From an optimization exercise on the open Yosys and OpenROAD flow, aimed at small area; shortcuts taken in it are not production practice. Only simulation tests tie the RTL to the original design; equivalence was not proved. Power and IR drop assume default switching activity.

quartz:
==> flow/design.v <==
package qr_accel_pkg;
    localparam int LINE_BITS = 512;
    localparam int NUM_LANES = 2;
    localparam int SEL_BITS = 4;
    localparam int VEC_LEN = 4;
    localparam int EXP_BITS  = 8;
    localparam int FRAC_BITS = 23;
    localparam int COL_BITS = 2;
    localparam int ROW_BITS = 3;
    localparam int LANE_CMD_BITS = 140;
    localparam int WR_VALID_OFS = 0;
    localparam int WR_COL_OFS   = 1;
    localparam int WR_ROW_OFS   = 3;
    localparam int WR_VEC_OFS   = 6;
    localparam int RD_REQ_OFS = 134;
    localparam int RD_COL_OFS = 135;
    localparam int RD_ROW_OFS = 137;
    localparam int LANE_RES_BITS = 129;
    typedef struct packed {
        logic                 sign;
        logic [EXP_BITS-1:0]  exp;
        logic [FRAC_BITS-1:0] frac;
    } float_t;
    typedef logic [VEC_LEN-1:0][EXP_BITS+FRAC_BITS:0] vec_t;
    localparam int VEC_BITS = VEC_LEN * (1 + EXP_BITS + FRAC_BITS);
    typedef logic [LINE_BITS-1:0] line_t;
    typedef logic [COL_BITS-1:0]  col_t;
    typedef logic [ROW_BITS-1:0]  row_t;
    localparam logic [2:0] st_waiting_input = 3'd0;
    localparam logic [2:0] st_idle          = 3'd1;
    localparam logic [2:0] st_run           = 3'd2;
    localparam logic [2:0] st_output        = 3'd3;
    localparam logic [2:0] st_reset         = 3'd4;
endpackage
`timescale 1ns/100ps
import qr_accel_pkg::*;
module qr_accel_top (
    input  logic  clk,
    input  logic  is_reset_signal_written,
    input  logic  fn_wr,
    input  logic  start_wr,
    input  logic  soft_reset_wr,
    input  logic  line_valid,
    input  logic [LINE_BITS-1:0]line_data,
    output logic  result_valid,
    output logic [LINE_BITS-1:0]result_data
);
    localparam int ADDR_BITS = ROW_BITS + COL_BITS;
    localparam int DEPTH     = 2 ** ADDR_BITS;
    logic rst;
    assign rst = is_reset_signal_written;
    logic [2:0] state;
    logic cmd_accept;
    logic sel_accept;
    logic lane_clear;
    assign cmd_accept = !rst && (state == st_run) && line_valid;
    assign sel_accept = !rst && (state == st_output) && line_valid;
    assign lane_clear = rst || (state == st_reset);
    always_ff @(posedge clk) begin
        if (rst) begin
            state <= st_waiting_input;
        end else begin
            case (state)
                st_waiting_input: if (fn_wr) state <= st_idle;
                st_idle: begin
                    if (soft_reset_wr)  state <= st_reset;
                    else if (start_wr)  state <= st_run;
                end
                st_run:    if (line_valid) state <= st_output;
                st_output: if (line_valid) state <= st_idle;
                st_reset:  state <= st_idle;
                default:   state <= st_waiting_input;
            endcase
        end
    end
    logic [NUM_LANES-1:0]          rd_valid;
    logic [NUM_LANES*VEC_BITS-1:0] rd_data;
    for (genvar n = 0; n < NUM_LANES; n++) begin : g_lane
        localparam int B = n * LANE_CMD_BITS;
        logic [VEC_BITS-1:0] store [DEPTH];
        logic                 wr_en;
        logic [ADDR_BITS-1:0] wr_addr;
        logic                 rd_en;
        logic [ADDR_BITS-1:0] rd_addr;
        assign wr_en   = cmd_accept && line_data[B + WR_VALID_OFS];
        assign wr_addr = {line_data[B + WR_ROW_OFS +: ROW_BITS], line_data[B + WR_COL_OFS +: COL_BITS]};
        assign rd_en   = cmd_accept && line_data[B + RD_REQ_OFS];
        assign rd_addr = {line_data[B + RD_ROW_OFS +: ROW_BITS], line_data[B + RD_COL_OFS +: COL_BITS]};
        always_ff @(posedge clk) begin
            if (wr_en) begin
                store[wr_addr] <= line_data[B + WR_VEC_OFS +: VEC_BITS];
            end
        end
        logic [DEPTH-1:0]  rd_hit;
        logic              rd_hold;
        logic [VEC_BITS:0] rd_next;
        logic [VEC_BITS:0] rd_q;
        for (genvar k = 0; k < DEPTH; k++) begin : g_hit
            assign rd_hit[k] = rd_en && (rd_addr == ADDR_BITS'(k));
        end
        assign rd_hold = !lane_clear && !rd_en;
        logic [VEC_BITS-1:0] rd_mux;
        always_comb begin
            rd_mux = rd_q[VEC_BITS-1:0] & {VEC_BITS{rd_hold}};
            for (int k = 0; k < DEPTH; k++) begin
                rd_mux = rd_mux | (store[k] & {VEC_BITS{rd_hit[k]}});
            end
        end
        assign rd_next = {rd_en | (rd_q[VEC_BITS] & rd_hold), rd_mux};
        always_ff @(posedge clk) begin
            rd_q <= rd_next;
        end
        assign {rd_valid[n], rd_data[n*VEC_BITS +: VEC_BITS]} = rd_q;
    end
    logic                 sel_valid;
    logic [NUM_LANES-1:0] show;
    always_ff @(posedge clk) begin
        if (rst) begin
            sel_valid    <= 1'b0;
            result_valid <= 1'b0;
        end else begin
            sel_valid    <= sel_accept;
            result_valid <= sel_valid;
        end
    end
    always_ff @(posedge clk) begin
        if (sel_accept) begin
            for (int n = 0; n < NUM_LANES; n++) begin
                show[n] <= (line_data[0 +: SEL_BITS] == SEL_BITS'(n));
            end
        end
    end
    always_comb begin
        result_data = '0;
        for (int n = 0; n < NUM_LANES; n++) begin
            result_data[n*LANE_RES_BITS +: LANE_RES_BITS] =
                {rd_valid[n], rd_data[n*VEC_BITS +: VEC_BITS]} & {LANE_RES_BITS{show[n]}};
        end
    end
endmodule
==> flow/config.mk <==
export PLATFORM = sky130hd
export DESIGN_NAME = qr_accel_top
export DESIGN_NICKNAME = qr_accel_top
export VERILOG_FILES = /design/flow/design.v
export SDC_FILE = /design/flow/constraint.sdc
export NUM_CORES = 4
export LEC_CHECK = 0
export CAP_MARGIN = 20
export CORE_MARGIN = 2
export CORE_UTILIZATION = 75
export SLEW_MARGIN = 20
==> flow/constraint.sdc <==
create_clock -name core_clock -period 5.0 [get_ports {clk}]
set_input_delay 1.0000 -clock core_clock [delete_from_list [all_inputs] [get_ports {clk}]]
set_output_delay 1.0000 -clock core_clock [all_outputs]
set_load 0.01 [all_outputs]
standard.sh (not shown) runs the stock make flow with config.mk's settings and CLKGATE_MAP_FILE= SYNTH_SCRIPT=/design/flow/synth_recipe.tcl, a recipe that flattens the netlist after the stock synthesis.
==> flow/flow/run.sh <==
#!/bin/bash
# Standard ORFS layout (standard.sh) with these changes to how it is built:
#  - clock tree: larger sink clusters and no dummy loads
#  - port buffers: the smallest buffer, sized up later by repair if needed
#  - global routing: less met1 capacity, so horizontal wires go to met3
# Each tool's output is kept in orfs/logs; make's own output in flow_make.log.
set -euo pipefail
HERE=$(cd "$(dirname "$0")" && pwd)
export CTS_ARGS="-sink_clustering_enable -repair_clock_nets -dont_use_dummy_load -sink_clustering_size 25 -sink_clustering_max_diameter 120"
export BUFFER_PORTS_ARGS="-buffer_cell sky130_fd_sc_hd__buf_1"
export FASTROUTE_TCL="$HERE/fastroute.tcl"
bash standard.sh finish > flow_make.log 2>&1
==> flow/flow/fastroute.tcl <==
# Global routing resources: met1 is kept mostly for pin access so that
# horizontal routing moves up to met3, which the standard settings leave
# nearly empty on this design.
set_global_routing_layer_adjustment met1 0.8
set_global_routing_layer_adjustment met2 0.4
set_global_routing_layer_adjustment met3 0.1
set_global_routing_layer_adjustment met4 0.1
set_global_routing_layer_adjustment met5 0.1
set_routing_layers -clock met3-met5
set_routing_layers -signal met1-met5
What xenon does differently from quartz at the input level:
-- flow/flow/fastroute.tcl --
<<< quartz, line 3
# nearly empty on this design.
set_global_routing_layer_adjustment met1 0.8
set_global_routing_layer_adjustment met2 0.4
set_global_routing_layer_adjustment met3 0.1
>>> xenon, line 3
# nearly empty on this design.
set_global_routing_layer_adjustment met1 0.7
set_global_routing_layer_adjustment met2 0.35
set_global_routing_layer_adjustment met3 0.1
-- flow/config.mk --
<<< quartz, line 9
export CORE_MARGIN = 2
export CORE_UTILIZATION = 75
export SLEW_MARGIN = 20
>>> xenon, line 9
export CORE_MARGIN = 2
export CORE_UTILIZATION = 55
export SLEW_MARGIN = 20
[summary]
Compared with quartz, combinational power in xenon increased by a few percent. xenon: post-route minimum period higher than quartz. For multi-input logic area, xenon and quartz come out practically identical.
[inputs] delta vs xenon
-- flow/flow/fastroute.tcl --
<<< xenon, line 3
# nearly empty on this design.
set_global_routing_layer_adjustment met1 0.7
set_global_routing_layer_adjustment met2 0.35
set_global_routing_layer_adjustment met3 0.1
>>> delta, line 3
# nearly empty on this design.
set_global_routing_layer_adjustment met1 0.8
set_global_routing_layer_adjustment met2 0.4
set_global_routing_layer_adjustment met3 0.1
-- flow/config.mk --
<<< xenon, line 9
export CORE_MARGIN = 2
export CORE_UTILIZATION = 55
export SLEW_MARGIN = 20
>>> delta, line 9
export CORE_MARGIN = 2
export CORE_UTILIZATION = 65
export PLACE_DENSITY = 0.75
export SLEW_MARGIN = 20
Cmp delta vs xenon: core utilization higher in delta. Between xenon and delta, the difference in internal power is negligible. | power in the clock group | higher: xenon |. delta against xenon: worst setup slack went down 150 ps, first-pass GRT wire length went down 76000 um, total routed wirelength went down 6.9%, power density relative to cell area went up about 0.44%, via count went up 3.0%. Looking at termination of the worst setup path, the g_lane[1].store[10][22]$_DFFE_PP_ result is from xenon; the result_data[104] one comes from delta.
Setup changes, delta to violet
-- flow/config.mk --
<<< delta, line 10
export CORE_UTILIZATION = 65
export PLACE_DENSITY = 0.75
export SLEW_MARGIN = 20
>>> violet, line 10
export CORE_UTILIZATION = 65
export SLEW_MARGIN = 20
- violet vs delta, worst-path cell with the longest stage delay: and2_1 vs edfxtp_1
- On final area, violet does worse than delta.
- Ratio of cells with drive above 1 in the final layout came out higher on violet than on delta.
- delta vs violet, worst setup path endpoint: result_data[104] vs result_data[1]
- Taking delta as the reference point, the final period demand of the worst path of violet falls by 220 ps.
- Compared violet against delta; share of synthesized area occupied by flip-flops and latches within noise.

-- static timing again, ports no longer ideal --
Ports are ideal in the flow. The routed layouts listed here were re-timed in OpenROAD.
Step 1: set_driving_cell puts a clkbuf_16 on clk and a buf_2 on each other input, an assumption about the parent block.
Step 2, shift: input delay + t, output delay - t, t = (earliest + latest rising clock arrival at the registers) / 2. This alone moves slack from input paths to output paths.
a / b / c = ideal / step 1 / step 2; a / b = the first two.
run	t (ns)	slack for setup (ns)	latest minus earliest clock arrival (ns)	slew at the worst register clock pin (ns)
quartz	1.179	0.858 / 0.727 / 0.249	0.067 / 0.067	0.11 / 0.11
xenon	1.228	0.808 / 0.764 / 0.065	0.144 / 0.143	0.11 / 0.11
delta	1.197	0.654 / 0.522 / -0.109	0.104 / 0.104	0.11 / 0.11
violet	1.201	0.875 / 0.736 / 0.337	0.055 / 0.056	0.11 / 0.11
With both steps, setup timing fails in delta, where it was met with ideal ports. The setup slack of delta, which loses most, moves by -0.132 ns with the drivers and by -0.763 ns with both steps.
